From an optimization exercise on the open Yosys and OpenROAD flow, aimed at small area and few clock cycles per item; shortcuts taken in it are not production practice.
RTL that was checked went through simulation tests only; none was proved equivalent to the original.
The RTL of runs 3 and 4 was laid out without a check of its function.
Power is estimated from default activity; no workload was simulated.

==> flow/design.v (outline; a module is shown in full before it is edited, if it fits) <==
// module bbp_tables: 19 lines
// module bbp_mux16: 17 lines
// module bbp_aoi222: 11 lines
// module bbp_mac: 1343 lines
// module bbp_resolve: 120 lines
// module bbp_fa: 10 lines
// module bbp_ha: 9 lines
// module bbp_bpp: 10 lines
// module barrier_basket_payoff: 180 lines
module barrier_basket_payoff #(
  parameter int unsigned MAX_ASSETS = bbp_pkg::MaxAssetsDefault,
  parameter int unsigned MAX_STEPS  = bbp_pkg::MaxStepsDefault
) (
  input  wire                                clk_i,
  input  wire                                rst_ni,
  input  wire                                cfg_we_i,
  input  wire  [bbp_pkg::CfgIdxW-1:0]        cfg_idx_i,
  input  wire  [bbp_pkg::CfgW-1:0]           cfg_data_i,
  input  wire                                s_axis_tvalid,
  output logic                               s_axis_tready,
  input  wire  [bbp_pkg::InDataW-1:0]        s_axis_tdata,
  input  wire                                s_axis_tuser,
  input  wire                                s_axis_tlast,
  output logic                               m_axis_tvalid,
  input  wire                                m_axis_tready,
  output logic [bbp_pkg::PriceW-1:0]         m_axis_tdata,
  output logic                               m_axis_tuser
);
  // ...
==> flow/flow/run.sh <==
#!/bin/bash
set -euo pipefail
export BUFFER_PORTS_ARGS="-buffer_cell sky130_fd_sc_hd__buf_1"
bash standard.sh > make_finish.log 2>&1
==> flow/standard.sh <==
#!/bin/bash
# synth_recipe.tcl (not shown) runs the flow's synth.tcl, then flattens the netlist and writes it again
# the make line also repeats each setting of config.mk as NAME=value (left out here)
make -C /OpenROAD-flow-scripts/flow DESIGN_CONFIG=/design/flow/config.mk WORK_HOME=/design/flow/orfs CLKGATE_MAP_FILE= SYNTH_SCRIPT=/design/flow/synth_recipe.tcl "${@:-finish}"
==> flow/config.mk <==
export PLATFORM = sky130hd
export DESIGN_NAME = barrier_basket_payoff
export DESIGN_NICKNAME = barrier_basket_payoff
export VERILOG_FILES = /design/flow/design.v
export SDC_FILE = /design/flow/constraint.sdc
export NUM_CORES = 4
export LEC_CHECK = 0
export CAP_MARGIN = 20
export CORE_MARGIN = 2
export CORE_UTILIZATION = 40
export CTS_BUF_LIST = sky130_fd_sc_hd__clkbuf_8 sky130_fd_sc_hd__clkbuf_16
export CTS_CLUSTER_DIAMETER = 100
export CTS_CLUSTER_SIZE = 30
export SLEW_MARGIN = 20
export SYNTH_HIERARCHICAL = 1
export SYNTH_MINIMUM_KEEP_SIZE = 0
==> flow/constraint.sdc <==
create_clock -name core_clock -period 10.0 [get_ports {clk_i}]
set_input_delay 2.0000 -clock core_clock [delete_from_list [all_inputs] [get_ports {clk_i}]]
set_output_delay 2.0000 -clock core_clock [all_outputs]
set_load 0.01 [all_outputs]
==> key figures, run 1 <==
Final layout
  • Dominant kind of cell: registers
  • Nets: 4774

Global routing
  • Vias in the first global route: 34327
  • GR met2 Demand/Resource: 33.9%
  • Gr busiest metal: met2

Route
  • WL per Instance: 25.2 microns

Worst setup path
  • CP endpoint: out_data_q[1]$_SDFFCE_PN0P_
  • CP delay by family, top: adder cells
  • Worst flop-to-flop path startpoint: cry_q[0]$_DFF_P_
  • R2r endpoint: out_data_q[1]$_SDFFCE_PN0P_

Yosys
  • Synth Area in Compound Gates: 14.9%
  • Asr flop ratio synth: 2.87%
  • Flops & latches, synth: 1462
  • Syn_nets: 4455
  • Post-synth top area cell: dfxtp_1
  • Post-synthesis adder-cell area fraction: 15.9%
  • Ys flop type: dfxtp_1

Clock network
  • CTS resizes: 3

Pwr
  • Sw Ratio: 26.6%
  • Clock network fraction of total power: 27.5%
  • Sequential logic power: 6320 uW
  • Total power: 10800 uW

STA
  • Final Critical Period: 10.33 ns
  • Setup-failing EPs final: 32
  • TNS Setup: -9.29 ns
  • Post-layout worst setup margin: -0.328 ns

Min path
  • HP Class: register to register

Outcome
  • Run status: failed layout checks
  • Failing Checks: negative setup slack

Die
  • Starting Density: 40.2%
Testbench counts, summed over its fixed seeds: cycles 15,480, items 320.
==> inputs of run 2 (changes only) <==
==> flow/run.sh (new file) <==
#!/bin/bash
# synth_recipe.tcl (not shown) runs the flow's synth.tcl, then flattens the netlist and writes it again
# the make line also repeats each setting of config.mk as NAME=value (left out here)
make -C /OpenROAD-flow-scripts/flow DESIGN_CONFIG=/design/flow/config.mk WORK_HOME=/design/flow/orfs CLKGATE_MAP_FILE= SYNTH_SCRIPT=/design/flow/synth_recipe.tcl finish
removed: flow/flow/run.sh
removed: flow/standard.sh
==> key figures, run 2 <==
Pwr
  • Power Dens Cells: 179 mW/mm^2 (was 181 mW/mm^2)
  • Total power: 11000 uW (was 10800 uW)
  • Internal power: 8040 uW (was 7960 uW)
  • NetSw: 2920 uW (was 2890 uW)
  • Leakage: 0.0227 uW (was 0.0222 uW)
  • Sw Ratio: 26.7% (was 26.6%)
  • Gate power share: 14.6% (was 14.2%)
  • Worst IR Drop VDD: 0.152 mV (was 0.156 mV)
  • Clock network fraction of total power: 27.8% (was 27.5%)
  • Sequential power share: 57.6% (was 58.3%)

Yosys
  • Number of synthesized flops with an enable pin: 33 (unchanged)
  • Synthesized area: 0.0535 sq mm (unchanged)
  • Ys flop type: dfxtp_1 (unchanged)
  • Synth top area cells: dfxtp_1, fa_1, a222oi_1 (unchanged)
  • Syn_nets: 4455 (unchanged)
  • Synth top area share: 51.9% (unchanged)
  • Most frequent cells after synthesis: dfxtp_1, a222oi_1, fa_1 (unchanged)
  • Post-synth top area cell: dfxtp_1 (unchanged)
  • Sequential share of the synthesized area: 55.7% (unchanged)
  • Netlist cell types: 51 (unchanged)
  • Post-Syn Area per Cell: 14.0 sq um (unchanged)
  • Asr flop ratio synth: 2.87% (unchanged)
  • Post-synthesis cell count: 3815 (unchanged)
  • Synth Warn #: 7 (unchanged)
  • Count leader, synth: dfxtp_1 (unchanged)
  • Flops & latches, synth: 1462 (unchanged)

Placement
  • IO buf count: 185 (unchanged)
  • GPL Wtd Cong: 0.814 (was 0.818)
  • Place WS: -0.717 ns (was -0.707 ns)
  • Hpwl dp: 93300 microns (was 97600 microns)

Run
  • Max_cap viols: 0 (unchanged)

Min path
  • Hold Path End: ring_q[564]$_DFF_P_ (was ring_q[402]$_DFF_P_)
  • HP Start: ring_q[484]$_DFF_P_ (was ring_q[322]$_DFF_P_)
  • WHS Path Cells: 0 (unchanged)
  • HP Class: register to register (unchanged)

Worst setup path
  • Slowest stage cell, crit path: or4_4 (unchanged)
  • CP delay by family, top: adder cells (unchanged)
  • FF-to-FF path depth: 57 (unchanged)
  • Max incr delay on CP: 0.48 ns (was 0.49 ns)
  • Buffers and inverters on the worst path: 4 (was 2)
  • Cell mode on critical path: ha_4 (unchanged)
  • Critical-path maximum fanout: 27 (was 7)
  • Flop2flop setup slack: -0.33 ns (about the same)
  • Worst flop-to-flop path startpoint: cry_q[0]$_DFF_P_ (unchanged)
  • R2r endpoint: out_data_q[2]$_SDFFCE_PN0P_ (was out_data_q[1]$_SDFFCE_PN0P_)
  • CP startpoint kind: register (unchanged)
  • WP data required: 10.45 ns (was 10.44 ns)
  • Crit path DAT: 10.78 ns (was 10.76 ns)
  • Worst setup EP type: register (unchanged)
  • Crit path kind: register to register (unchanged)

Route
  • DRC: 0 (unchanged)
  • Drt first pass iters: 10 (unchanged)
  • Via/cell ratio: 5.70 (was 5.67)
  • Routed Antenna Nets: 0 (unchanged)
  • Starting DRT DRC Count: 4068 (was 4212)
  • WL per Instance: 25.4 microns (was 25.2 microns)
  • Vias: 33670 (was 33533)
  • Routed WL: 150000 microns (was 149000 microns)

Final layout
  • Nets: 4760 (was 4774)
  • Area occupied by registers: 0.0298 sq mm (about the same)
  • FILL cells: 11882 (was 12096)
  • Top flop regs: ring_q: 1280 flops, sum_q: 64 flops (unchanged)
  • Top reg by flops: ring_q (unchanged)
  • Fraction of layout cells with a size suffix above 1: 16.5% (was 16.8%)
  • Commonest non-fill, non-tap cell in the layout: dfxtp_1 (unchanged)
  • Area delta synth->final: 14.5% (was 12.0%)
  • Multi-input logic area: 0.0239 sq mm (about the same)
  • Max reg flops: 1280 (unchanged)
  • Number of diodes: 0 (unchanged)
  • Most frequent cells in the layout: dfxtp_1, a222oi_1, fa_1, xnor2_1, a22oi_2 (unchanged)

STA
  • Final slew viol count: 0 (unchanged)
  • TNS Setup: -9.39 ns (was -9.29 ns)
  • Fmax: 0.0968 GHz (about the same)
  • Unrepaired setup endpoints after global routing: true (unchanged)
  • Post-layout worst setup margin: -0.333 ns (was -0.328 ns)
  • Slew margin rel.: 27.3% (was 27.2%)
  • Worst-margin pin slew: 1.09 ns (about the same)
  • Setup-failing EPs final: 32 (unchanged)
  • Fin crit share: 103% (about the same)
  • Clk_skew: 0.0779 ns (was 0.0723 ns)
  • Final Hold Viols: 0 (unchanged)
  • Final Critical Period: 10.33 ns (about the same)

Die
  • Row count: 134 (unchanged)
  • Io pins: 188 (unchanged)
  • Die Span X: 370 microns (unchanged)
  • Die area: 0.137 sq mm (unchanged)
  • Starting Density: 40.2% (unchanged)
  • Core footprint: 0.133 sq mm (unchanged)
  • Die Y: 370 microns (unchanged)

Clock network
  • Worst-path clk slew: 0.10 ns (was 0.11 ns)
  • Root Buffer: clkbuf_16 (unchanged)
  • Clock Tree Buf Depth: 3 (unchanged)
  • CTS buffer count: 61 (was 59)
  • Clock Latency Late Sink: 0.75 ns (was 0.74 ns)
  • CTS H-tree depth: 2 (unchanged)
  • CTS tree: yes (unchanged)
  • CTS Hold Bufs: 0 (unchanged)
  • Clk sinks: 1462 (unchanged)

Global routing
  • Overall fraction of global-route tracks in use: 21.6% (was 21.4%)
  • First-pass GRT wire length: 224000 microns (was 222000 microns)
  • Initial antenna violation count: 2 (was 1)
  • Largest net degree at the start of global routing: 65 (was 49)
  • Grt ovf: 0 (unchanged)
  • Vias in the first global route: 34608 (was 34327)

Outcome
  • Failing Checks: negative setup slack (unchanged)
  • Run status: failed layout checks (unchanged)
run 2: cell types whose count changed in the layout (fill, tap and decap cells not counted), moves of 2 or more:
cell	delta
buf_1	-184
inv_6	-2
clkdlybuf4s50_1	+184
nor2_1	+2
buf_4	-33
nor2_2	-2
buf_12	+16
clkbuf_16	+2
run 2: worst max path at each step:
stage	slack [ns]	endpoint	cells after the start	startpoint
3_3_place_gp	-0.64	out_data_q[18]$_SDFFCE_PN0P_	57	cry_q[0]$_DFF_P_
2_1_floorplan	-2.02	cry_q[1]$_DFF_P_	23	s1_pos_q[2]$_DFF_P_
5_1_grt	-0.61	out_data_q[2]$_SDFFCE_PN0P_	57	sum_q[14]$_DFF_P_
3_5_place_dp	-0.72	out_data_q[2]$_SDFFCE_PN0P_	57	cry_q[0]$_DFF_P_
4_1_cts	-0.41	out_data_q[2]$_SDFFCE_PN0P_	57	cry_q[0]$_DFF_P_
6_report	-0.33	out_data_q[2]$_SDFFCE_PN0P_	57	cry_q[0]$_DFF_P_
run 2: timing repair:
| action | in CTS | in global routing |
|---|---|---|
| hold endpoints to repair | 0 | 0 |
| pin swaps | 5 | 3 |
| gates resized for setup | 4 | 4 |
| endpoints found under the setup margin | 32 | 32 |
| gates cloned | 2 | 1 |
| buffers inserted | 1 | 2 |
run 2: cell families (layout without fill, tap and decap cells):
| kind of cell | after synthesis | count (layout) | synth area share [%] |
|---|---|---|---|
| AO/OA/AOI/OAI | 779 | 782 | 14.9 |
| XOR/XNOR | 276 | 276 | 4.55 |
| adder cells (fa/ha/maj) | 487 | 487 | 15.9 |
| buffers and inverters | 191 | 509 | 1.59 |
| flip-flops | 1462 | 1462 | 55.7 |
| multiplexers | 99 | 99 | 2.08 |
| AND/OR/NAND/NOR | 521 | 521 | 5.29 |
run 2: per-stage QoR:
step	hold slack [ns]	instances	cell area, sq um	utilization (%)
final	0.325	5904	61200	46.0
after global routing	0.330	5904	61200	46.0
after CTS	0.327	5900	61200	45.9
after detailed placement	0.335	5818	59300	44.5
after global placement	0.332	5818	59300	44.5
after floorplan	0.330	3815	54400	-
run 2: cell type report:
| type | count | area share [%] |
|---|---|---|
| timing repair buffer | 298 | 4.77 |
| multi-input combinational | 2165 | 39.1 |
| inverter | 132 | 0.809 |
| tap | 1768 | 3.61 |
| clock buffer | 62 | 2.52 |
| sequential | 1462 | 48.7 |
| clock inverter | 17 | 0.525 |
run 2: metal layers:
metal | vias to the layer above | wire length (microns) | GRT usage (%)
met2 | 1242 | 67900 | 34.0
li1 | 14942 | - | -
met5 | - | 0 | 0
met3 | 156 | 10100 | 3.11
met4 | 0 | 3340 | 5.30
met1 | 17330 | 68500 | 31.3
run 2: per-module statistics from Yosys, one instance, submodules excluded, a selection:
| module | times used | cells |
|---|---|---|
| bbp_resolve | 1 | 68 |
| bbp_aoi222 | 400 | 1 |
| barrier_basket_payoff | 1 | 2116 |
| bbp_bpp | 248 | 2 |
| bbp_mux16 | 80 | 3 |
| bbp_ha | 37 | 1 |
| bbp_fa | 315 | 1 |
| bbp_mac | 1 | 143 |
run 2: power groups by stage:
stage	logic, uW	registers [uW]	clock network [uW]
2_1_floorplan	1030	6420	0
3_3_place_gp	1530	6440	0
3_5_place_dp	1570	6450	0
4_1_cts	1610	6320	3120
5_1_grt	1840	6340	3320
6_report	1600	6310	3050
==> module bbp_resolve, before the edit <==
module bbp_resolve (
  input  wire [63:0] sum_i,
  input  wire [5:0]  c_i,
  output wire [63:0] val_o
);
  assign val_o[0] = sum_i[0];
  assign val_o[1] = sum_i[1];
  assign val_o[2] = sum_i[2];
  assign val_o[3] = sum_i[3];
  assign val_o[4] = sum_i[4];
  assign val_o[5] = sum_i[5];
  assign val_o[6] = sum_i[6];
  assign val_o[7] = sum_i[7];
  assign val_o[8] = sum_i[8];
  assign val_o[9] = sum_i[9];
  assign val_o[10] = sum_i[10];
  assign val_o[11] = sum_i[11];
  assign val_o[12] = sum_i[12];
  assign val_o[13] = sum_i[13];
  assign val_o[14] = sum_i[14] ^ c_i[0];
  wire t14 = sum_i[14] & c_i[0];
  assign val_o[15] = sum_i[15] ^ t14;
  wire t15 = sum_i[15] & t14;
  assign val_o[16] = sum_i[16] ^ t15;
  wire t16 = sum_i[16] & t15;
  assign val_o[17] = sum_i[17] ^ t16;
  wire t17 = sum_i[17] & t16;
  assign val_o[18] = sum_i[18] ^ t17;
  wire t18 = sum_i[18] & t17;
  assign val_o[19] = sum_i[19] ^ t18;
  wire t19 = sum_i[19] & t18;
  assign val_o[20] = sum_i[20] ^ t19;
  wire t20 = sum_i[20] & t19;
  assign val_o[21] = sum_i[21] ^ t20;
  wire t21 = sum_i[21] & t20;
  assign val_o[22] = sum_i[22] ^ t21;
  wire t22 = sum_i[22] & t21;
  assign val_o[23] = sum_i[23] ^ c_i[1] ^ t22;
  wire t23 = (sum_i[23] & c_i[1]) | (sum_i[23] & t22) | (c_i[1] & t22);
  assign val_o[24] = sum_i[24] ^ t23;
  wire t24 = sum_i[24] & t23;
  assign val_o[25] = sum_i[25] ^ t24;
  wire t25 = sum_i[25] & t24;
  assign val_o[26] = sum_i[26] ^ t25;
  wire t26 = sum_i[26] & t25;
  assign val_o[27] = sum_i[27] ^ t26;
  wire t27 = sum_i[27] & t26;
  assign val_o[28] = sum_i[28] ^ t27;
  wire t28 = sum_i[28] & t27;
  assign val_o[29] = sum_i[29] ^ t28;
  wire t29 = sum_i[29] & t28;
  assign val_o[30] = sum_i[30] ^ t29;
  wire t30 = sum_i[30] & t29;
  assign val_o[31] = sum_i[31] ^ c_i[2] ^ t30;
  wire t31 = (sum_i[31] & c_i[2]) | (sum_i[31] & t30) | (c_i[2] & t30);
  assign val_o[32] = sum_i[32] ^ t31;
  wire t32 = sum_i[32] & t31;
  assign val_o[33] = sum_i[33] ^ t32;
  wire t33 = sum_i[33] & t32;
  assign val_o[34] = sum_i[34] ^ t33;
  wire t34 = sum_i[34] & t33;
  assign val_o[35] = sum_i[35] ^ t34;
  wire t35 = sum_i[35] & t34;
  assign val_o[36] = sum_i[36] ^ t35;
  wire t36 = sum_i[36] & t35;
  assign val_o[37] = sum_i[37] ^ t36;
  wire t37 = sum_i[37] & t36;
  assign val_o[38] = sum_i[38] ^ t37;
  wire t38 = sum_i[38] & t37;
  assign val_o[39] = sum_i[39] ^ c_i[3] ^ t38;
  wire t39 = (sum_i[39] & c_i[3]) | (sum_i[39] & t38) | (c_i[3] & t38);
  assign val_o[40] = sum_i[40] ^ t39;
  wire t40 = sum_i[40] & t39;
  assign val_o[41] = sum_i[41] ^ t40;
  wire t41 = sum_i[41] & t40;
  assign val_o[42] = sum_i[42] ^ t41;
  wire t42 = sum_i[42] & t41;
  assign val_o[43] = sum_i[43] ^ t42;
  wire t43 = sum_i[43] & t42;
  assign val_o[44] = sum_i[44] ^ t43;
  wire t44 = sum_i[44] & t43;
  assign val_o[45] = sum_i[45] ^ t44;
  wire t45 = sum_i[45] & t44;
  assign val_o[46] = sum_i[46] ^ t45;
  wire t46 = sum_i[46] & t45;
  assign val_o[47] = sum_i[47] ^ t46;
  wire t47 = sum_i[47] & t46;
  assign val_o[48] = sum_i[48] ^ c_i[4] ^ t47;
  wire t48 = (sum_i[48] & c_i[4]) | (sum_i[48] & t47) | (c_i[4] & t47);
  assign val_o[49] = sum_i[49] ^ t48;
  wire t49 = sum_i[49] & t48;
  assign val_o[50] = sum_i[50] ^ t49;
  wire t50 = sum_i[50] & t49;
  assign val_o[51] = sum_i[51] ^ t50;
  wire t51 = sum_i[51] & t50;
  assign val_o[52] = sum_i[52] ^ t51;
  wire t52 = sum_i[52] & t51;
  assign val_o[53] = sum_i[53] ^ t52;
  wire t53 = sum_i[53] & t52;
  assign val_o[54] = sum_i[54] ^ t53;
  wire t54 = sum_i[54] & t53;
  assign val_o[55] = sum_i[55] ^ t54;
  wire t55 = sum_i[55] & t54;
  assign val_o[56] = sum_i[56] ^ t55;
  wire t56 = sum_i[56] & t55;
  assign val_o[57] = sum_i[57] ^ t56;
  wire t57 = sum_i[57] & t56;
  assign val_o[58] = sum_i[58] ^ t57;
  wire t58 = sum_i[58] & t57;
  assign val_o[59] = sum_i[59] ^ t58;
  wire t59 = sum_i[59] & t58;
  assign val_o[60] = sum_i[60] ^ t59;
  wire t60 = sum_i[60] & t59;
  assign val_o[61] = sum_i[61] ^ t60;
  wire t61 = sum_i[61] & t60;
  assign val_o[62] = sum_i[62] ^ c_i[5] ^ t61;
  wire t62 = (sum_i[62] & c_i[5]) | (sum_i[62] & t61) | (c_i[5] & t61);
  assign val_o[63] = sum_i[63] ^ t62;
  wire t63 = sum_i[63] & t62;
endmodule
==> inputs of run 3 (changes only) <==
--- a/flow/design.v
+++ b/flow/design.v
@@ -1426,116 +1426,5 @@
 );
-  assign val_o[0] = sum_i[0];
-  assign val_o[1] = sum_i[1];
-  assign val_o[2] = sum_i[2];
-  assign val_o[3] = sum_i[3];
-  assign val_o[4] = sum_i[4];
-  assign val_o[5] = sum_i[5];
-  assign val_o[6] = sum_i[6];
-  assign val_o[7] = sum_i[7];
-  assign val_o[8] = sum_i[8];
-  assign val_o[9] = sum_i[9];
-  assign val_o[10] = sum_i[10];
-  assign val_o[11] = sum_i[11];
-  assign val_o[12] = sum_i[12];
-  assign val_o[13] = sum_i[13];
-  assign val_o[14] = sum_i[14] ^ c_i[0];
-  wire t14 = sum_i[14] & c_i[0];
-  assign val_o[15] = sum_i[15] ^ t14;
-  wire t15 = sum_i[15] & t14;
-  assign val_o[16] = sum_i[16] ^ t15;
-  wire t16 = sum_i[16] & t15;
-  assign val_o[17] = sum_i[17] ^ t16;
-  wire t17 = sum_i[17] & t16;
-  assign val_o[18] = sum_i[18] ^ t17;
-  wire t18 = sum_i[18] & t17;
-  assign val_o[19] = sum_i[19] ^ t18;
-  wire t19 = sum_i[19] & t18;
-  assign val_o[20] = sum_i[20] ^ t19;
-  wire t20 = sum_i[20] & t19;
-  assign val_o[21] = sum_i[21] ^ t20;
-  wire t21 = sum_i[21] & t20;
-  assign val_o[22] = sum_i[22] ^ t21;
-  wire t22 = sum_i[22] & t21;
-  assign val_o[23] = sum_i[23] ^ c_i[1] ^ t22;
-  wire t23 = (sum_i[23] & c_i[1]) | (sum_i[23] & t22) | (c_i[1] & t22);
-  assign val_o[24] = sum_i[24] ^ t23;
-  wire t24 = sum_i[24] & t23;
-  assign val_o[25] = sum_i[25] ^ t24;
-  wire t25 = sum_i[25] & t24;
-  assign val_o[26] = sum_i[26] ^ t25;
-  wire t26 = sum_i[26] & t25;
-  assign val_o[27] = sum_i[27] ^ t26;
-  wire t27 = sum_i[27] & t26;
-  assign val_o[28] = sum_i[28] ^ t27;
-  wire t28 = sum_i[28] & t27;
-  assign val_o[29] = sum_i[29] ^ t28;
-  wire t29 = sum_i[29] & t28;
-  assign val_o[30] = sum_i[30] ^ t29;
-  wire t30 = sum_i[30] & t29;
-  assign val_o[31] = sum_i[31] ^ c_i[2] ^ t30;
-  wire t31 = (sum_i[31] & c_i[2]) | (sum_i[31] & t30) | (c_i[2] & t30);
-  assign val_o[32] = sum_i[32] ^ t31;
-  wire t32 = sum_i[32] & t31;
-  assign val_o[33] = sum_i[33] ^ t32;
-  wire t33 = sum_i[33] & t32;
-  assign val_o[34] = sum_i[34] ^ t33;
-  wire t34 = sum_i[34] & t33;
-  assign val_o[35] = sum_i[35] ^ t34;
-  wire t35 = sum_i[35] & t34;
-  assign val_o[36] = sum_i[36] ^ t35;
-  wire t36 = sum_i[36] & t35;
-  assign val_o[37] = sum_i[37] ^ t36;
-  wire t37 = sum_i[37] & t36;
-  assign val_o[38] = sum_i[38] ^ t37;
-  wire t38 = sum_i[38] & t37;
-  assign val_o[39] = sum_i[39] ^ c_i[3] ^ t38;
-  wire t39 = (sum_i[39] & c_i[3]) | (sum_i[39] & t38) | (c_i[3] & t38);
-  assign val_o[40] = sum_i[40] ^ t39;
-  wire t40 = sum_i[40] & t39;
-  assign val_o[41] = sum_i[41] ^ t40;
-  wire t41 = sum_i[41] & t40;
-  assign val_o[42] = sum_i[42] ^ t41;
-  wire t42 = sum_i[42] & t41;
-  assign val_o[43] = sum_i[43] ^ t42;
-  wire t43 = sum_i[43] & t42;
-  assign val_o[44] = sum_i[44] ^ t43;
-  wire t44 = sum_i[44] & t43;
-  assign val_o[45] = sum_i[45] ^ t44;
-  wire t45 = sum_i[45] & t44;
-  assign val_o[46] = sum_i[46] ^ t45;
-  wire t46 = sum_i[46] & t45;
-  assign val_o[47] = sum_i[47] ^ t46;
-  wire t47 = sum_i[47] & t46;
-  assign val_o[48] = sum_i[48] ^ c_i[4] ^ t47;
-  wire t48 = (sum_i[48] & c_i[4]) | (sum_i[48] & t47) | (c_i[4] & t47);
-  assign val_o[49] = sum_i[49] ^ t48;
-  wire t49 = sum_i[49] & t48;
-  assign val_o[50] = sum_i[50] ^ t49;
-  wire t50 = sum_i[50] & t49;
-  assign val_o[51] = sum_i[51] ^ t50;
-  wire t51 = sum_i[51] & t50;
-  assign val_o[52] = sum_i[52] ^ t51;
-  wire t52 = sum_i[52] & t51;
-  assign val_o[53] = sum_i[53] ^ t52;
-  wire t53 = sum_i[53] & t52;
-  assign val_o[54] = sum_i[54] ^ t53;
-  wire t54 = sum_i[54] & t53;
-  assign val_o[55] = sum_i[55] ^ t54;
-  wire t55 = sum_i[55] & t54;
-  assign val_o[56] = sum_i[56] ^ t55;
-  wire t56 = sum_i[56] & t55;
-  assign val_o[57] = sum_i[57] ^ t56;
-  wire t57 = sum_i[57] & t56;
-  assign val_o[58] = sum_i[58] ^ t57;
-  wire t58 = sum_i[58] & t57;
-  assign val_o[59] = sum_i[59] ^ t58;
-  wire t59 = sum_i[59] & t58;
-  assign val_o[60] = sum_i[60] ^ t59;
-  wire t60 = sum_i[60] & t59;
-  assign val_o[61] = sum_i[61] ^ t60;
-  wire t61 = sum_i[61] & t60;
-  assign val_o[62] = sum_i[62] ^ c_i[5] ^ t61;
-  wire t62 = (sum_i[62] & c_i[5]) | (sum_i[62] & t61) | (c_i[5] & t61);
-  assign val_o[63] = sum_i[63] ^ t62;
-  wire t63 = sum_i[63] & t62;
+  wire [63:0] cv;
+  assign cv = {({63'd0, c_i[0]} << 14) | ({63'd0, c_i[1]} << 23) | ({63'd0, c_i[2]} << 31) | ({63'd0, c_i[3]} << 39) | ({63'd0, c_i[4]} << 48) | ({63'd0, c_i[5]} << 62)};
+  assign val_o = sum_i + cv;
 endmodule
==> flow/flow/run.sh (new file) <==
#!/bin/bash
set -euo pipefail
export RECOVER_POWER=100
export BUFFER_PORTS_ARGS="-buffer_cell sky130_fd_sc_hd__buf_1"
bash standard.sh > make_finish.log 2>&1
==> flow/standard.sh (new file) <==
#!/bin/bash
# synth_recipe.tcl (not shown) runs the flow's synth.tcl, then flattens the netlist and writes it again
# the make line also repeats each setting of config.mk as NAME=value (left out here)
make -C /OpenROAD-flow-scripts/flow DESIGN_CONFIG=/design/flow/config.mk WORK_HOME=/design/flow/orfs CLKGATE_MAP_FILE= SYNTH_SCRIPT=/design/flow/synth_recipe.tcl "${@:-finish}"
removed: flow/run.sh
==> key figures, run 3 <==
Yosys
  • Post-synth top area cell: dfxtp_1 (unchanged)
  • Number of synthesized flops with an enable pin: 33 (unchanged)
  • Asr flop ratio synth: 2.87% (unchanged)
  • Syn_nets: 4586 (was 4455)
  • Synthesized area: 0.0544 sq mm (was 0.0535 sq mm)
  • Post-Syn Area per Cell: 13.6 sq um (was 14.0 sq um)
  • Ys flop type: dfxtp_1 (unchanged)
  • Flops & latches, synth: 1462 (unchanged)
  • Netlist cell types: 69 (was 51)
  • Synth top area cells: dfxtp_1, fa_1, a222oi_1 (unchanged)
  • Sequential share of the synthesized area: 54.8% (was 55.7%)
  • Synth top area share: 51.1% (was 51.9%)
  • Count leader, synth: dfxtp_1 (unchanged)
  • Post-synthesis cell count: 3988 (was 3815)
  • Most frequent cells after synthesis: dfxtp_1, a222oi_1, fa_1 (unchanged)
  • Synth Warn #: 7 (unchanged)

Worst setup path
  • Critical path startpoint: s1_pos_q[0]$_DFF_P_ (was cry_q[0]$_DFF_P_)
  • Flop2flop setup slack: 0.50 ns (was -0.33 ns)
  • Worst-path cell chain: nand2b_1 > nor2_2 > a222oi_1 > and3_1 > nand4_1 > inv_1 > nor2_4 > buf_4 > a22oi_1 > xnor2_1 > fa_1 > fa_1 > fa_1 > fa_1 > fa_2 > fa_2 > fa_2 > fa_2 > fa_2 > fa_2 > fa_2 > fa_2 > fa_2
  • Critical-path maximum fanout: 16 (was 27)
  • Crit path kind: register to register (unchanged)
  • Cell mode on critical path: fa_2 (was ha_4)
  • Slowest stage cell, crit path: nor2_2 (was or4_4)
  • WP data required: 10.67 ns (was 10.45 ns)
  • Worst flop-to-flop path startpoint: s1_pos_q[0]$_DFF_P_ (was cry_q[0]$_DFF_P_)
  • Crit path DAT: 10.16 ns (was 10.78 ns)
  • Max incr delay on CP: 0.95 ns (was 0.48 ns)
  • CP startpoint kind: register (unchanged)
  • Buffers and inverters on the worst path: 2 (was 4)
  • Worst setup EP type: register (unchanged)
  • CP delay by family, top: adder cells (unchanged)

STA
  • Unrepaired setup endpoints after global routing: false (was true)
  • TNS Setup: 0 ns (was -9.39 ns)
  • Final slew viol count: 283 (was 0)
  • Fmax: 0.105 GHz (was 0.0968 GHz)
  • Final Critical Period: 9.50 ns (was 10.33 ns)
  • Slew margin rel.: -149% (was 27.3%)
  • WHS: 0.322 ns (was 0.325 ns)
  • Fin crit share: 95.0% (was 103%)
  • Worst-margin pin slew: 3.73 ns (was 1.09 ns)
  • Post-layout worst setup margin: 0.503 ns (was -0.333 ns)
  • Setup-failing EPs final: 0 (was 32)
  • Clk_skew: 0.0755 ns (was 0.0779 ns)
  • Final Hold Viols: 0 (unchanged)

Final layout
  • Max reg flops: 1280 (unchanged)
  • Top flop regs: ring_q: 1280 flops, sum_q: 64 flops (unchanged)
  • Non-filler cells, final: 6073 (was 5904)
  • Final instance area: 0.0601 sq mm (was 0.0612 sq mm)
  • Most frequent cells in the layout: dfxtp_1, a222oi_1, xnor2_1, fa_1, a22oi_2 (was dfxtp_1, a222oi_1, fa_1, xnor2_1, a22oi_2)
  • Area delta synth->final: 10.5% (was 14.5%)
  • Fraction of layout cells with a size suffix above 1: 14.3% (was 16.5%)
  • Top reg by flops: ring_q (unchanged)
  • Commonest non-fill, non-tap cell in the layout: dfxtp_1 (unchanged)
  • Nets: 4874 (was 4760)
  • FILL cells: 12457 (was 11882)

Die
  • Die Y: 373 microns (was 370 microns)
  • Die Span X: 373 microns (was 370 microns)
  • Core footprint: 0.135 sq mm (was 0.133 sq mm)
  • Io pins: 188 (unchanged)
  • Die area: 0.139 sq mm (was 0.137 sq mm)
  • Starting Density: 40.2% (about the same)
  • Row count: 135 (was 134)

Placement
  • GPL Wtd Cong: 0.843 (was 0.814)
  • IO buf count: 185 (unchanged)
  • Hpwl dp: 98600 microns (was 93300 microns)
  • Post-DP Area: 0.0583 sq mm (was 0.0593 sq mm)
  • Placed cells: 5994 (was 5818)
  • Place WS: 0.595 ns (was -0.717 ns)

Pwr
  • Power Dens Cells: 183 mW/mm^2 (was 179 mW/mm^2)
  • Leakage: 0.0222 uW (was 0.0227 uW)
  • Worst IR Drop VDD: 0.186 mV (was 0.152 mV)

Clock network
  • Worst-path clk slew: 0.11 ns (was 0.10 ns)
  • CTS H-tree depth: 2 (unchanged)
  • Clk sinks: 1462 (unchanged)
  • Clock Latency Late Sink: 0.76 ns (was 0.75 ns)
  • CTS tree: yes (unchanged)
  • CTS resizes: 0 (was 4)
  • CTS buffer count: 61 (unchanged)
  • Clock Tree Buf Depth: 3 (unchanged)
  • Root Buffer: clkbuf_16 (unchanged)
  • Post-CTS Setup Bufs: 0 (was 1)
  • CTS Hold Bufs: 0 (unchanged)

Route
  • Starting DRT DRC Count: 3949 (was 4068)
  • Drt first pass iters: 10 (unchanged)
  • WL per Instance: 24.9 microns (was 25.4 microns)
  • Via/cell ratio: 5.73 (was 5.70)
  • Routed Antenna Nets: 0 (unchanged)
  • DRC: 0 (unchanged)
  • Routed WL: 151000 microns (was 150000 microns)
  • Vias: 34819 (was 33670)

Global routing
  • Largest net degree at the start of global routing: 65 (unchanged)
  • Vias in the first global route: 35393 (was 34608)
  • First-pass GRT wire length: 225000 microns (was 224000 microns)
  • Initial antenna violation count: 7 (was 2)
  • Overall fraction of global-route tracks in use: 21.2% (was 21.6%)
  • Grt ovf: 0 (unchanged)

Outcome
  • Run status: failed layout checks (unchanged)
  • Failing Checks: max-capacitance violations, max-slew violations (was negative setup slack)

Min path
  • HP Class: register to register (unchanged)
  • HP Start: ring_q[829]$_DFF_P_ (was ring_q[484]$_DFF_P_)

Run
  • Max_cap viols: 8 (was 0)
run 3: stage by stage:
stage               total power (uW)  utilization, %
global placement                8040            43.1
CTS                            11100            44.5
floorplan                       7530               -
finish                         11000            44.5
global route                   11500            44.5
detailed placement              8100            43.1
run 3: per-layer routing:
layer  part of all wire [%]  global-route usage (%)  wire [microns]  vias up
li1                       -                       -               -    15573
met1                     44                    29.2           66500    17803
met2                     46                    34.3           69600     1221
met3                    7.1                    3.41           10800      210
met4                    2.8                    6.33            4210       12
met5                  0.048                       0              73        -
run 3: per-module statistics from Yosys, one instance, submodules excluded, excerpt:
module                 area, sq um  flops+latches  cells inside
bbp_mac                        791              0           143
bbp_ha                        12.5              0             1
barrier_basket_payoff        34600           1462          2116
bbp_aoi222                    10.0              0             1
bbp_fa                        20.0              0             1
bbp_resolve                   1660              0           241
bbp_bpp                       21.3              0             2
bbp_mux16                     16.3              0             3
run 3: cell type report:
cell class | instances | area [sq um] | share of cell area [%]
sequential | 1462 | 29800 | 49.6
multi-input combinational | 2326 | 24100 | 40.0
tap | 1781 | 2230 | 3.71
timing repair buffer | 296 | 1590 | 2.65
clock buffer | 62 | 1550 | 2.58
inverter | 129 | 484 | 0.806
clock inverter | 16 | 350 | 0.583
antenna | 1 | 2.50 | 0.00416
run 3: cells by family after synthesis:
kind of cell	synth area share, %
compound gates	15.4
xor+xnor	5.05
fa+ha+maj	14.6
buf+inv	1.64
flops	54.8
mux	2.05
simple gates	6.47
run 3: worst reg2reg max path, cell delays in order (launching register included):
cell and delay, ns:
dfxtp_1 0.34, nand2b_1 0.42, nor2_2 0.95, a222oi_1 0.22, and3_1 0.25, nand4_1 0.42
inv_1 0.26, nor2_4 0.55, buf_4 0.32, a22oi_1 0.10, xnor2_1 0.28, fa_1 0.48
fa_1 0.43, fa_1 0.41, fa_1 0.44, fa_2 0.39, fa_2 0.38, fa_2 0.38
fa_2 0.38, fa_2 0.38, fa_2 0.37, fa_2 0.38, fa_2 0.37, fa_2 0.52
run 3: where the power goes:
part	switching [uW]	internal (uW)	total [uW]
registers	221	6120	6340
logic	943	672	1620
clock network	1880	1180	3060
run 3: path summary, 6_finish.rpt:
path | endpoint | cells after the start
worst max-delay path | sum_q[13]$_DFF_P_ | 23
worst min-delay path | ring_q[909]$_DFF_P_ | 0
worst max register to register | sum_q[13]$_DFF_P_ | 23
worst min register to register | ring_q[909]$_DFF_P_ | 0
max in group asynchronous | strike_q[13]$_DFFE_PN0P_ | 1
min in group asynchronous | elast_q[2]$_DFFE_PN0P_ | 1
==> inputs of run 4 (changes only) <==
==> flow/run.sh (new file) <==
#!/bin/bash
# synth_recipe.tcl (not shown) runs the flow's synth.tcl, then flattens the netlist and writes it again
# the make line also repeats each setting of config.mk as NAME=value (left out here)
make -C /OpenROAD-flow-scripts/flow DESIGN_CONFIG=/design/flow/config.mk WORK_HOME=/design/flow/orfs CLKGATE_MAP_FILE= SYNTH_SCRIPT=/design/flow/synth_recipe.tcl finish
removed: flow/flow/run.sh
removed: flow/standard.sh
==> key figures, run 4 <==
Route
  • Routed Antenna Nets: 0 (unchanged)
  • Vias: 34834 (was 34819)
  • Starting DRT DRC Count: 4360 (was 3949)
  • Routed WL: 152000 microns (was 151000 microns)
  • Drt first pass iters: 10 (unchanged)
  • DRC: 0 (unchanged)
  • Via/cell ratio: 5.74 (was 5.73)
  • WL per Instance: 25.0 microns (was 24.9 microns)

Clock network
  • Clk sinks: 1462 (unchanged)
  • CTS tree: yes (unchanged)
  • Clock Tree Buf Depth: 3 (unchanged)
  • Post-CTS Setup Bufs: 0 (unchanged)
  • CTS Hold Bufs: 0 (unchanged)
  • CTS buffer count: 60 (was 61)
  • Worst-path clk slew: 0.11 ns (about the same)
  • Root Buffer: clkbuf_16 (unchanged)
  • CTS resizes: 0 (unchanged)
  • CTS H-tree depth: 2 (unchanged)
  • Clock Latency Late Sink: 0.74 ns (was 0.76 ns)

Die
  • Io pins: 188 (unchanged)
  • Starting Density: 40.2% (unchanged)
  • Die area: 0.139 sq mm (unchanged)
  • Die Y: 373 microns (unchanged)
  • Row count: 135 (unchanged)
  • Core footprint: 0.135 sq mm (unchanged)
  • Die Span X: 373 microns (unchanged)

STA
  • Final Critical Period: 9.39 ns (was 9.50 ns)
  • TNS Setup: 0 ns (unchanged)
  • Worst-margin pin slew: 1.07 ns (was 3.73 ns)
  • Setup-failing EPs final: 0 (unchanged)
  • Clk_skew: 0.0928 ns (was 0.0755 ns)
  • Slew margin rel.: 28.5% (was -149%)
  • Final slew viol count: 0 (was 283)
  • Fin crit share: 93.9% (was 95.0%)
  • Final Hold Viols: 0 (unchanged)
  • Post-layout worst setup margin: 0.610 ns (was 0.503 ns)
  • WHS: 0.332 ns (was 0.322 ns)
  • Unrepaired setup endpoints after global routing: false (unchanged)
  • Fmax: 0.106 GHz (was 0.105 GHz)

Run
  • Max_cap viols: 0 (was 8)

Worst setup path
  • CP startpoint kind: register (unchanged)
  • FF-to-FF path depth: 22 (was 23)
  • WP data required: 10.55 ns (was 10.67 ns)
  • Worst flop-to-flop path startpoint: s1_pos_q[0]$_DFF_P_ (unchanged)
  • Worst setup EP type: register (unchanged)
  • Critical path startpoint: s1_pos_q[0]$_DFF_P_ (unchanged)
  • Critical-path maximum fanout: 22 (was 16)
  • R2r endpoint: sum_q[47]$_DFF_P_ (was sum_q[13]$_DFF_P_)
  • CP endpoint: sum_q[47]$_DFF_P_ (was sum_q[13]$_DFF_P_)
  • CP delay by family, top: adder cells (unchanged)
  • Slowest stage cell, crit path: nor2_2 (unchanged)
  • Max incr delay on CP: 0.93 ns (was 0.95 ns)
  • Worst-path cell chain: nand2b_1 > nor2_2 > a222oi_1 > and3_1 > nand4_1 > nand2b_1 > o21ai_4 > buf_4 > a22oi_2 > xnor2_1 > fa_1 > fa_1 > fa_1 > fa_1 > fa_1 > fa_1 > fa_1 > fa_1 > fa_1 > fa_1 > fa_1 > fa_1 (was nand2b_1 > nor2_2 > a222oi_1 > and3_1 > nand4_1 > inv_1 > nor2_4 > buf_4 > a22oi_1 > xnor2_1 > fa_1 > fa_1 > fa_1 > fa_1 > fa_2 > fa_2 > fa_2 > fa_2 > fa_2 > fa_2 > fa_2 > fa_2 > fa_2)
  • Cell mode on critical path: fa_1 (was fa_2)
  • Crit path DAT: 9.94 ns (was 10.16 ns)
  • Buffers and inverters on the worst path: 1 (was 2)
  • Crit path kind: register to register (unchanged)
  • Worst path depth: 22 (was 23)
  • Flop2flop setup slack: 0.61 ns (was 0.50 ns)

Global routing
  • Overall fraction of global-route tracks in use: 21.4% (was 21.2%)
  • GR met2 Demand/Resource: 34.5% (was 34.3%)
  • Gr busiest metal: met2 (unchanged)
  • Vias in the first global route: 35400 (was 35393)
  • First-pass GRT wire length: 228000 microns (was 225000 microns)
  • Grt ovf: 0 (unchanged)
  • Largest net degree at the start of global routing: 65 (unchanged)
  • Initial antenna violation count: 3 (was 7)
  • Met3 usage in global routing: 2.73% (was 3.41%)
  • Grt met1 use: 30.5% (was 29.2%)

Yosys
  • Post-Syn Area per Cell: 13.6 sq um (unchanged)
  • Asr flop ratio synth: 2.87% (unchanged)
  • Synth top area cells: dfxtp_1, fa_1, a222oi_1 (unchanged)
  • Ys flop type: dfxtp_1 (unchanged)
  • Most frequent cells after synthesis: dfxtp_1, a222oi_1, fa_1 (unchanged)
  • Flops & latches, synth: 1462 (unchanged)
  • Number of synthesized flops with an enable pin: 33 (unchanged)
  • Post-synthesis cell count: 3988 (unchanged)
  • Netlist cell types: 69 (unchanged)
  • Post-synth top area cell: dfxtp_1 (unchanged)
  • Synth top area share: 51.1% (unchanged)
  • Synth Warn #: 7 (unchanged)
  • Sequential share of the synthesized area: 54.8% (unchanged)
  • Syn_nets: 4586 (unchanged)
  • Synthesized area: 0.0544 sq mm (unchanged)
  • Count leader, synth: dfxtp_1 (unchanged)

Placement
  • Place WS: 0.717 ns (was 0.595 ns)
  • GPL Wtd Cong: 0.827 (was 0.843)
  • Placed cells: 5993 (was 5994)
  • IO buf count: 185 (unchanged)
  • Hpwl dp: 98400 microns (was 98600 microns)

Final layout
  • Top flop regs: ring_q: 1280 flops, sum_q: 64 flops (unchanged)
  • Nets: 4872 (was 4874)
  • Fraction of layout cells with a size suffix above 1: 14.7% (was 14.3%)
  • Max reg flops: 1280 (unchanged)
  • Area delta synth->final: 12.6% (was 10.5%)
  • Util after Layout: 45.3% (was 44.5%)
  • Most frequent cells in the layout: dfxtp_1, a222oi_1, xnor2_1, fa_1, a22oi_2 (unchanged)
  • Commonest non-fill, non-tap cell in the layout: dfxtp_1 (unchanged)
  • Non-filler cells, final: 6069 (was 6073)
  • Top reg by flops: ring_q (unchanged)
  • FILL cells: 12341 (was 12457)

Pwr
  • Power Dens Cells: 180 mW/mm^2 (was 183 mW/mm^2)
  • Gate power share: 15.2% (was 14.7%)
  • Clock network fraction of total power: 27.4% (was 27.8%)
  • Leakage: 0.0227 uW (was 0.0222 uW)
  • Sw Ratio: 27.2% (was 27.6%)
  • Internal power: 8040 uW (was 7980 uW)
  • NetSw: 3000 uW (was 3040 uW)
  • Worst IR Drop VDD: 0.161 mV (was 0.186 mV)
  • Sequential power share: 57.4% (was 57.6%)

Min path
  • HP Class: register to register (unchanged)

Outcome
  • Run status: complete, no violations (was failed layout checks)
run 4: stage by stage:
step	total power, uW	area, sq um
after global routing	11600	61200
after detailed placement	8140	59400
final	11000	61200
after CTS	11100	61200
after global placement	8100	59400
after floorplan	7530	54700
run 4: final cells by class:
class                   instances  area [sq um]  share of cell area (%)
flip-flops and latches       1462         29800                    48.7
multi-input cells            2326         24100                    39.4
repair buffers                295          2750                    4.49
well taps                    1781          2230                    3.64
clock buffers                  61          1530                    2.49
inverters                     129           484                   0.791
clock inverters                14           268                   0.437
diodes                          1          2.50                 0.00409
run 4: power by group through the flow:
stage	combinational (uW)	clock (uW)	sequential, uW
final	1680	3030	6340
after global routing	1900	3300	6370
after CTS	1680	3100	6340
after detailed placement	1680	0	6470
after global placement	1640	0	6460
after floorplan	1120	0	6410
run 4: per-module statistics from Yosys, one instance, submodules excluded, a selection:
module / copies in the design / flops+latches / cells
barrier_basket_payoff: 1 / 1462 / 2116
bbp_mac: 1 / 0 / 143
bbp_fa: 315 / 0 / 1
bbp_ha: 37 / 0 / 1
bbp_aoi222: 400 / 0 / 1
bbp_bpp: 248 / 0 / 2
run 4: kinds of logic after synthesis:
family | synth area share, %
flip-flops | 54.8
AO/OA/AOI/OAI | 15.4
AND/OR/NAND/NOR | 6.47
adder cells (fa/ha/maj) | 14.6
XOR/XNOR | 5.05
buffers and inverters | 1.64
multiplexers | 2.05
run 4: worst min-delay path by stage:
stage | end | depth (start not counted) | slack (ns) | start
floorplan | ring_q[865]$_DFF_P_ | 0 | 0.33 | ring_q[785]$_DFF_P_
global placement | ring_q[626]$_DFF_P_ | 0 | 0.33 | ring_q[546]$_DFF_P_
detailed placement | ring_q[349]$_DFF_P_ | 0 | 0.33 | ring_q[269]$_DFF_P_
CTS | ring_q[226]$_DFF_P_ | 0 | 0.33 | ring_q[146]$_DFF_P_
global route | ring_q[466]$_DFF_P_ | 0 | 0.34 | ring_q[386]$_DFF_P_
finish | ring_q[226]$_DFF_P_ | 0 | 0.33 | ring_q[146]$_DFF_P_
run 4: worst reg2reg max path, cell delays in order, from the launching register on:
cell	delay [ns]
dfxtp_1	0.35
nand2b_1	0.44
nor2_2	0.93
a222oi_1	0.24
and3_1	0.26
nand4_1	0.34
nand2b_1	0.17
o21ai_4	0.45
buf_4	0.48
a22oi_2	0.12
xnor2_1	0.28
fa_1	0.49
fa_1	0.56
fa_1	0.44
fa_1	0.43
fa_1	0.39
fa_1	0.42
fa_1	0.39
fa_1	0.41
fa_1	0.41
fa_1	0.39
fa_1	0.39
fa_1	0.44
run 4: routing by layer:
metal | vias up | wire, microns | share of wire (%)
li1 | 15564 | - | -
met5 | - | 0 | 0
met1 | 17868 | 68800 | 45
met4 | 0 | 2930 | 1.9
met2 | 1259 | 70100 | 46
met3 | 143 | 10200 | 6.7
==> inputs of run 5 (changes only) <==
--- a/flow/design.v
+++ b/flow/design.v
@@ -1426,5 +1426,115 @@
 );
-  wire [63:0] cv;
-  assign cv = {({63'd0, c_i[0]} << 14) | ({63'd0, c_i[1]} << 23) | ({63'd0, c_i[2]} << 31) | ({63'd0, c_i[3]} << 39) | ({63'd0, c_i[4]} << 48) | ({63'd0, c_i[5]} << 62)};
-  assign val_o = sum_i + cv;
+  assign val_o[13:0] = sum_i[13:0];
+  assign val_o[14] = sum_i[14] ^ c_i[0];
+  wire t14 = sum_i[14] & c_i[0];
+  assign val_o[15] = sum_i[15] ^ t14;
+  wire a15 = t14 & sum_i[15];
+  assign val_o[16] = sum_i[16] ^ a15;
+  wire a16 = a15 & sum_i[16];
+  assign val_o[17] = sum_i[17] ^ a16;
+  wire a17 = a16 & sum_i[17];
+  assign val_o[18] = sum_i[18] ^ a17;
+  wire a18 = a17 & sum_i[18];
+  assign val_o[19] = sum_i[19] ^ a18;
+  wire a19 = a18 & sum_i[19];
+  assign val_o[20] = sum_i[20] ^ a19;
+  wire a20 = a19 & sum_i[20];
+  assign val_o[21] = sum_i[21] ^ a20;
+  wire a21 = a20 & sum_i[21];
+  assign val_o[22] = sum_i[22] ^ a21;
+  wire k23;
+  bbp_andw #(.N(9)) u_k23 (.a_i({sum_i[22:15], t14}), .y_o(k23));
+  assign val_o[23] = sum_i[23] ^ c_i[1] ^ k23;
+  wire t23 = (sum_i[23] & c_i[1]) | (sum_i[23] & k23) | (c_i[1] & k23);
+  assign val_o[24] = sum_i[24] ^ t23;
+  wire a24 = t23 & sum_i[24];
+  assign val_o[25] = sum_i[25] ^ a24;
+  wire a25 = a24 & sum_i[25];
+  assign val_o[26] = sum_i[26] ^ a25;
+  wire a26 = a25 & sum_i[26];
+  assign val_o[27] = sum_i[27] ^ a26;
+  wire a27 = a26 & sum_i[27];
+  assign val_o[28] = sum_i[28] ^ a27;
+  wire a28 = a27 & sum_i[28];
+  assign val_o[29] = sum_i[29] ^ a28;
+  wire a29 = a28 & sum_i[29];
+  assign val_o[30] = sum_i[30] ^ a29;
+  wire k31;
+  bbp_andw #(.N(8)) u_k31 (.a_i({sum_i[30:24], t23}), .y_o(k31));
+  assign val_o[31] = sum_i[31] ^ c_i[2] ^ k31;
+  wire t31 = (sum_i[31] & c_i[2]) | (sum_i[31] & k31) | (c_i[2] & k31);
+  assign val_o[32] = sum_i[32] ^ t31;
+  wire a32 = t31 & sum_i[32];
+  assign val_o[33] = sum_i[33] ^ a32;
+  wire a33 = a32 & sum_i[33];
+  assign val_o[34] = sum_i[34] ^ a33;
+  wire a34 = a33 & sum_i[34];
+  assign val_o[35] = sum_i[35] ^ a34;
+  wire a35 = a34 & sum_i[35];
+  assign val_o[36] = sum_i[36] ^ a35;
+  wire a36 = a35 & sum_i[36];
+  assign val_o[37] = sum_i[37] ^ a36;
+  wire a37 = a36 & sum_i[37];
+  assign val_o[38] = sum_i[38] ^ a37;
+  wire k39;
+  bbp_andw #(.N(8)) u_k39 (.a_i({sum_i[38:32], t31}), .y_o(k39));
+  assign val_o[39] = sum_i[39] ^ c_i[3] ^ k39;
+  wire t39 = (sum_i[39] & c_i[3]) | (sum_i[39] & k39) | (c_i[3] & k39);
+  assign val_o[40] = sum_i[40] ^ t39;
+  wire a40 = t39 & sum_i[40];
+  assign val_o[41] = sum_i[41] ^ a40;
+  wire a41 = a40 & sum_i[41];
+  assign val_o[42] = sum_i[42] ^ a41;
+  wire a42 = a41 & sum_i[42];
+  assign val_o[43] = sum_i[43] ^ a42;
+  wire a43 = a42 & sum_i[43];
+  assign val_o[44] = sum_i[44] ^ a43;
+  wire a44 = a43 & sum_i[44];
+  assign val_o[45] = sum_i[45] ^ a44;
+  wire a45 = a44 & sum_i[45];
+  assign val_o[46] = sum_i[46] ^ a45;
+  wire a46 = a45 & sum_i[46];
+  assign val_o[47] = sum_i[47] ^ a46;
+  wire k48;
+  bbp_andw #(.N(9)) u_k48 (.a_i({sum_i[47:40], t39}), .y_o(k48));
+  assign val_o[48] = sum_i[48] ^ c_i[4] ^ k48;
+  wire t48 = (sum_i[48] & c_i[4]) | (sum_i[48] & k48) | (c_i[4] & k48);
+  assign val_o[49] = sum_i[49] ^ t48;
+  wire a49 = t48 & sum_i[49];
+  assign val_o[50] = sum_i[50] ^ a49;
+  wire a50 = a49 & sum_i[50];
+  assign val_o[51] = sum_i[51] ^ a50;
+  wire a51 = a50 & sum_i[51];
+  assign val_o[52] = sum_i[52] ^ a51;
+  wire a52 = a51 & sum_i[52];
+  assign val_o[53] = sum_i[53] ^ a52;
+  wire a53 = a52 & sum_i[53];
+  assign val_o[54] = sum_i[54] ^ a53;
+  wire a54 = a53 & sum_i[54];
+  assign val_o[55] = sum_i[55] ^ a54;
+  wire a55 = a54 & sum_i[55];
+  assign val_o[56] = sum_i[56] ^ a55;
+  wire a56 = a55 & sum_i[56];
+  assign val_o[57] = sum_i[57] ^ a56;
+  wire a57 = a56 & sum_i[57];
+  assign val_o[58] = sum_i[58] ^ a57;
+  wire a58 = a57 & sum_i[58];
+  assign val_o[59] = sum_i[59] ^ a58;
+  wire a59 = a58 & sum_i[59];
+  assign val_o[60] = sum_i[60] ^ a59;
+  wire a60 = a59 & sum_i[60];
+  assign val_o[61] = sum_i[61] ^ a60;
+  wire k62;
+  bbp_andw #(.N(14)) u_k62 (.a_i({sum_i[61:49], t48}), .y_o(k62));
+  assign val_o[62] = sum_i[62] ^ c_i[5] ^ k62;
+  wire t62 = (sum_i[62] & c_i[5]) | (sum_i[62] & k62) | (c_i[5] & k62);
+  assign val_o[63] = sum_i[63] ^ t62;
+endmodule
+module bbp_andw #(
+  parameter int N = 2
+) (
+  input  wire [N-1:0] a_i,
+  output wire         y_o
+);
+  assign y_o = &a_i;
 endmodule
==> key figures, run 5 <==
Yosys
  • Netlist cell types: 55 (was 69)
  • Post-synthesis cell count: 3854 (was 3988)
  • Flops & latches, synth: 1462 (unchanged)
  • Ys flop type: dfxtp_1 (unchanged)
  • Synth top area share: 51.8% (was 51.1%)
  • Synthesized area: 0.0536 sq mm (was 0.0544 sq mm)
  • Post-synth top area cell: dfxtp_1 (unchanged)
  • Post-Synth Simple-Gate Area: 5.46% (was 6.47%)
  • Asr flop ratio synth: 2.87% (unchanged)
  • Xor and xnor fraction of the mapped netlist area: 4.62% (was 5.05%)
  • Synth Warn #: 7 (unchanged)
  • Count leader, synth: dfxtp_1 (unchanged)
  • Post-Syn Area per Cell: 13.9 sq um (was 13.6 sq um)
  • Synth top area cells: dfxtp_1, fa_1, a222oi_1 (unchanged)
  • Most frequent cells after synthesis: dfxtp_1, a222oi_1, fa_1 (unchanged)
  • Number of synthesized flops with an enable pin: 33 (unchanged)
  • Synth Area in Compound Gates: 14.9% (was 15.4%)
  • Largest family of logic cells by synthesized area: adder cells (was compound AO/OA/AOI/OAI gates)
  • Syn_nets: 4489 (was 4586)
  • Post-synthesis adder-cell area fraction: 15.7% (was 14.6%)
  • Sequential share of the synthesized area: 55.6% (was 54.8%)
  • Mux contribution to synthesized area: 2.08% (was 2.05%)

Global routing
  • Overall fraction of global-route tracks in use: 21.4% (about the same)
  • GR met2 Demand/Resource: 34.5% (about the same)
  • Vias in the first global route: 34874 (was 35400)
  • Grt ovf: 0 (unchanged)
  • First-pass GRT wire length: 223000 microns (was 228000 microns)
  • Largest net degree at the start of global routing: 57 (was 65)
  • Gr busiest metal: met2 (unchanged)
  • Initial antenna violation count: 3 (unchanged)
  • Met3 usage in global routing: 2.79% (was 2.73%)
  • Grt met1 use: 30.5% (about the same)

Worst setup path
  • Crit path DAT: 10.02 ns (was 9.94 ns)
  • WP data required: 10.63 ns (was 10.55 ns)
  • Worst setup EP type: register (unchanged)
  • CP startpoint kind: register (unchanged)
  • Critical-path maximum fanout: 16 (was 22)
  • Crit path kind: register to register (unchanged)

Route
  • DRC: 0 (unchanged)
  • Routed Antenna Nets: 0 (unchanged)
  • Starting DRT DRC Count: 4079 (was 4360)
  • Vias: 33567 (was 34834)
  • Routed WL: 149000 microns (was 152000 microns)
  • WL per Instance: 25.0 microns (about the same)
  • Drt first pass iters: 9 (was 10)
  • Via/cell ratio: 5.65 (was 5.74)

Final layout
  • Fraction of layout cells with a size suffix above 1: 15.1% (was 14.7%)
  • Top flop regs: ring_q: 1280 flops, sum_q: 64 flops (unchanged)
  • Util after Layout: 45.5% (was 45.3%)
  • Top reg by flops: ring_q (unchanged)
  • Final instance area: 0.0606 sq mm (was 0.0612 sq mm)
  • Most frequent cells in the layout: dfxtp_1, a222oi_1, fa_1, xnor2_1, a22oi_2 (was dfxtp_1, a222oi_1, xnor2_1, fa_1, a22oi_2)
  • FILL cells: 12028 (was 12341)
  • Max reg flops: 1280 (unchanged)
  • Non-filler cells, final: 5939 (was 6069)
  • Area delta synth->final: 12.9% (was 12.6%)
  • Commonest non-fill, non-tap cell in the layout: dfxtp_1 (unchanged)
  • Nets: 4791 (was 4872)

STA
  • Unrepaired setup endpoints after global routing: false (unchanged)
  • Clk_skew: 0.125 ns (was 0.0928 ns)
  • Setup-failing EPs final: 0 (unchanged)
  • Worst-margin pin slew: 1.12 ns (was 1.07 ns)
  • Fin crit share: 93.9% (about the same)
  • Final Hold Viols: 0 (unchanged)
  • TNS Setup: 0 ns (unchanged)
  • Final slew viol count: 0 (unchanged)
  • Post-layout worst setup margin: 0.611 ns (was 0.610 ns)
  • Final Critical Period: 9.39 ns (about the same)
  • Fmax: 0.107 GHz (was 0.106 GHz)
  • Slew margin rel.: 25.5% (was 28.5%)

Placement
  • IO buf count: 185 (unchanged)
  • GPL Wtd Cong: 0.808 (was 0.827)
  • Hpwl dp: 94600 microns (was 98400 microns)
  • Placed cells: 5862 (was 5993)
  • Post-DP Area: 0.0588 sq mm (was 0.0594 sq mm)
  • Place WS: 0.697 ns (was 0.717 ns)

Clock network
  • CTS buffer count: 60 (unchanged)
  • Root Buffer: clkbuf_16 (unchanged)
  • Clock Tree Buf Depth: 3 (unchanged)
  • CTS Hold Bufs: 0 (unchanged)
  • CTS H-tree depth: 2 (unchanged)
  • Clk sinks: 1462 (unchanged)
  • Post-CTS Setup Bufs: 0 (unchanged)
  • CTS resizes: 0 (unchanged)
  • Worst-path clk slew: 0.12 ns (was 0.11 ns)
  • Clock Latency Late Sink: 0.77 ns (was 0.74 ns)
  • CTS tree: yes (unchanged)

Die
  • Core footprint: 0.133 sq mm (was 0.135 sq mm)
  • Die Span X: 370 microns (was 373 microns)
  • Row count: 134 (was 135)
  • Die area: 0.137 sq mm (was 0.139 sq mm)
  • Starting Density: 40.2% (about the same)
  • Io pins: 188 (unchanged)
  • Die Y: 370 microns (was 373 microns)

Pwr
  • Leakage: 0.0227 uW (about the same)
  • Worst IR Drop VDD: 0.161 mV (about the same)
  • Power Dens Cells: 179 mW/mm^2 (was 180 mW/mm^2)

Outcome
  • Run status: complete, no violations (unchanged)

Run
  • Max_cap viols: 0 (unchanged)

Min path
  • HP Class: register to register (unchanged)
==> run 5: changes by cell type after synthesis, moves of 10 or more <==
cell	change
and3_1	-13
and2_1	-10
xnor2_1	-22
and4_1	-10
ha_1	+32
o211ai_1	-10
nor3_1	-10
inv_1	+18
nand3_1	-17
==> run 5: report_power, final <==
group	switching (uW)	internal, uW	leakage, uW
registers	166	6120	0.0120
logic	875	658	0.00982
clock network	1850	1160	0.000883
==> run 5: worst paths after layout <==
check	startpoint	end	slack, ns	cells past startpoint
worst max register to register	s1_pos_q[3]$_DFF_P_	sum_q[47]$_DFF_P_	0.61	23
worst min register to register	ring_q[690]$_DFF_P_	ring_q[770]$_DFF_P_	0.25	0
worst min-delay path	ring_q[690]$_DFF_P_	ring_q[770]$_DFF_P_	0.25	0
min in group asynchronous	rst_ni	acount_q[2]$_DFFE_PN0P_	1.24	1
worst max-delay path	s1_pos_q[3]$_DFF_P_	sum_q[47]$_DFF_P_	0.61	23
max in group asynchronous	rst_ni	first_q$_DFF_PN1_	8.31	1
==> run 5: cell families (layout without fill, tap and decap cells) <==
logic type,Yosys count,in the layout
muxes,99,99
DFF,1462,1462
xor gates and xnor gates,281,281
buffers and inverters,206,522
adders and majority gates,482,482
AOI/OAI and AO/OA,786,786
and+or+nand+nor,538,538
other,0,1
==> run 5: layout make-up <==
| type | instances | area (sq um) | share of cell area, % |
|---|---|---|---|
| diodes | 1 | 2.50 | 0.00413 |
| clock buffers | 62 | 1530 | 2.52 |
| clock inverters | 14 | 303 | 0.500 |
| inverters | 147 | 552 | 0.911 |
| multi-input cells | 2186 | 23400 | 38.6 |
| flip-flops and latches | 1462 | 29800 | 49.2 |
| well taps | 1768 | 2210 | 3.65 |
| repair buffers | 299 | 2770 | 4.57 |
==> run 5: metal layers <==
layer	wire length [microns]	vias up
met4	3120	0
li1	-	15054
met5	0	-
met3	9750	169
met1	67900	17207
met2	68000	1137
==> run 5: worst max-delay path: stages, from the launching register on <==
cell	delay, ns
dfxtp_1	0.58
nand3b_1	0.32
nor2_2	0.93
a222oi_1	0.17
and3_1	0.27
nand4_1	0.43
inv_1	0.30
nand3_1	0.22
o21ai_4	0.13
a22oi_2	0.18
xnor2_1	0.17
fa_1	0.48
fa_1	0.45
fa_1	0.47
fa_1	0.45
fa_1	0.45
fa_1	0.42
fa_1	0.42
fa_1	0.40
fa_1	0.40
fa_1	0.40
fa_1	0.40
fa_1	0.39
fa_1	0.42
==> run 5: metrics by stage <==
| step | hold WS (ns) | power, uW |
|---|---|---|
| floorplan | 0.330 | 7350 |
| global placement | 0.333 | 7900 |
| detailed placement | 0.335 | 7950 |
| CTS | 0.252 | 10900 |
| global route | 0.257 | 11300 |
| finish | 0.248 | 10800 |
==> run 5: per-module statistics from Yosys (local to each module, per instance), excerpt <==
| module | cells | flip-flops and latches | times used | cell area (sq um) |
|---|---|---|---|---|
| bbp_mux16 | 3 | 0 | 80 | 16.3 |
| bbp_fa | 1 | 0 | 315 | 20.0 |
| bbp_bpp | 2 | 0 | 248 | 21.3 |
| bbp_resolve | 84 | 0 | 1 | 821 |
| bbp_ha | 1 | 0 | 37 | 12.5 |
| bbp_aoi222 | 1 | 0 | 400 | 10.0 |
| bbp_mac | 143 | 0 | 1 | 791 |
| barrier_basket_payoff | 2120 | 1462 | 1 | 34600 |
Testbench counts of run 5, summed over its fixed seeds: cycles 15,480, items 320.

separate check: timing with driven ports:
How much do the figures lean on ideal ports? The routed layouts below were timed once more, with nothing changed but the port constraints.
Step 1, drivers: a clkbuf_16 drives clk_i and a buf_2 each remaining input, both assumed.
Step 2, shift: input delay + t, output delay - t, t = (earliest + latest rising clock arrival at the registers) / 2. This alone moves slack from input paths to output paths.
Three values: no drivers, after step 1, after step 2; two values: the first two.
| run | shift t [ns] | setup WS [ns] | worst slew at a driven data input, ns |
|---|---|---|---|
| run 1 | 0.788 | -0.328 / -0.328 / -0.328 | 0.11 |
| run 2 | 0.791 | -0.333 / -0.333 / -0.333 | 0.08 |
| run 3 | 0.797 | 0.503 / 0.503 / 0.503 | 0.09 |
| run 4 | 0.774 | 0.610 / 0.610 / 0.610 | 0.07 |
| run 5 | 0.792 | 0.611 / 0.611 / 0.611 | 0.08 |
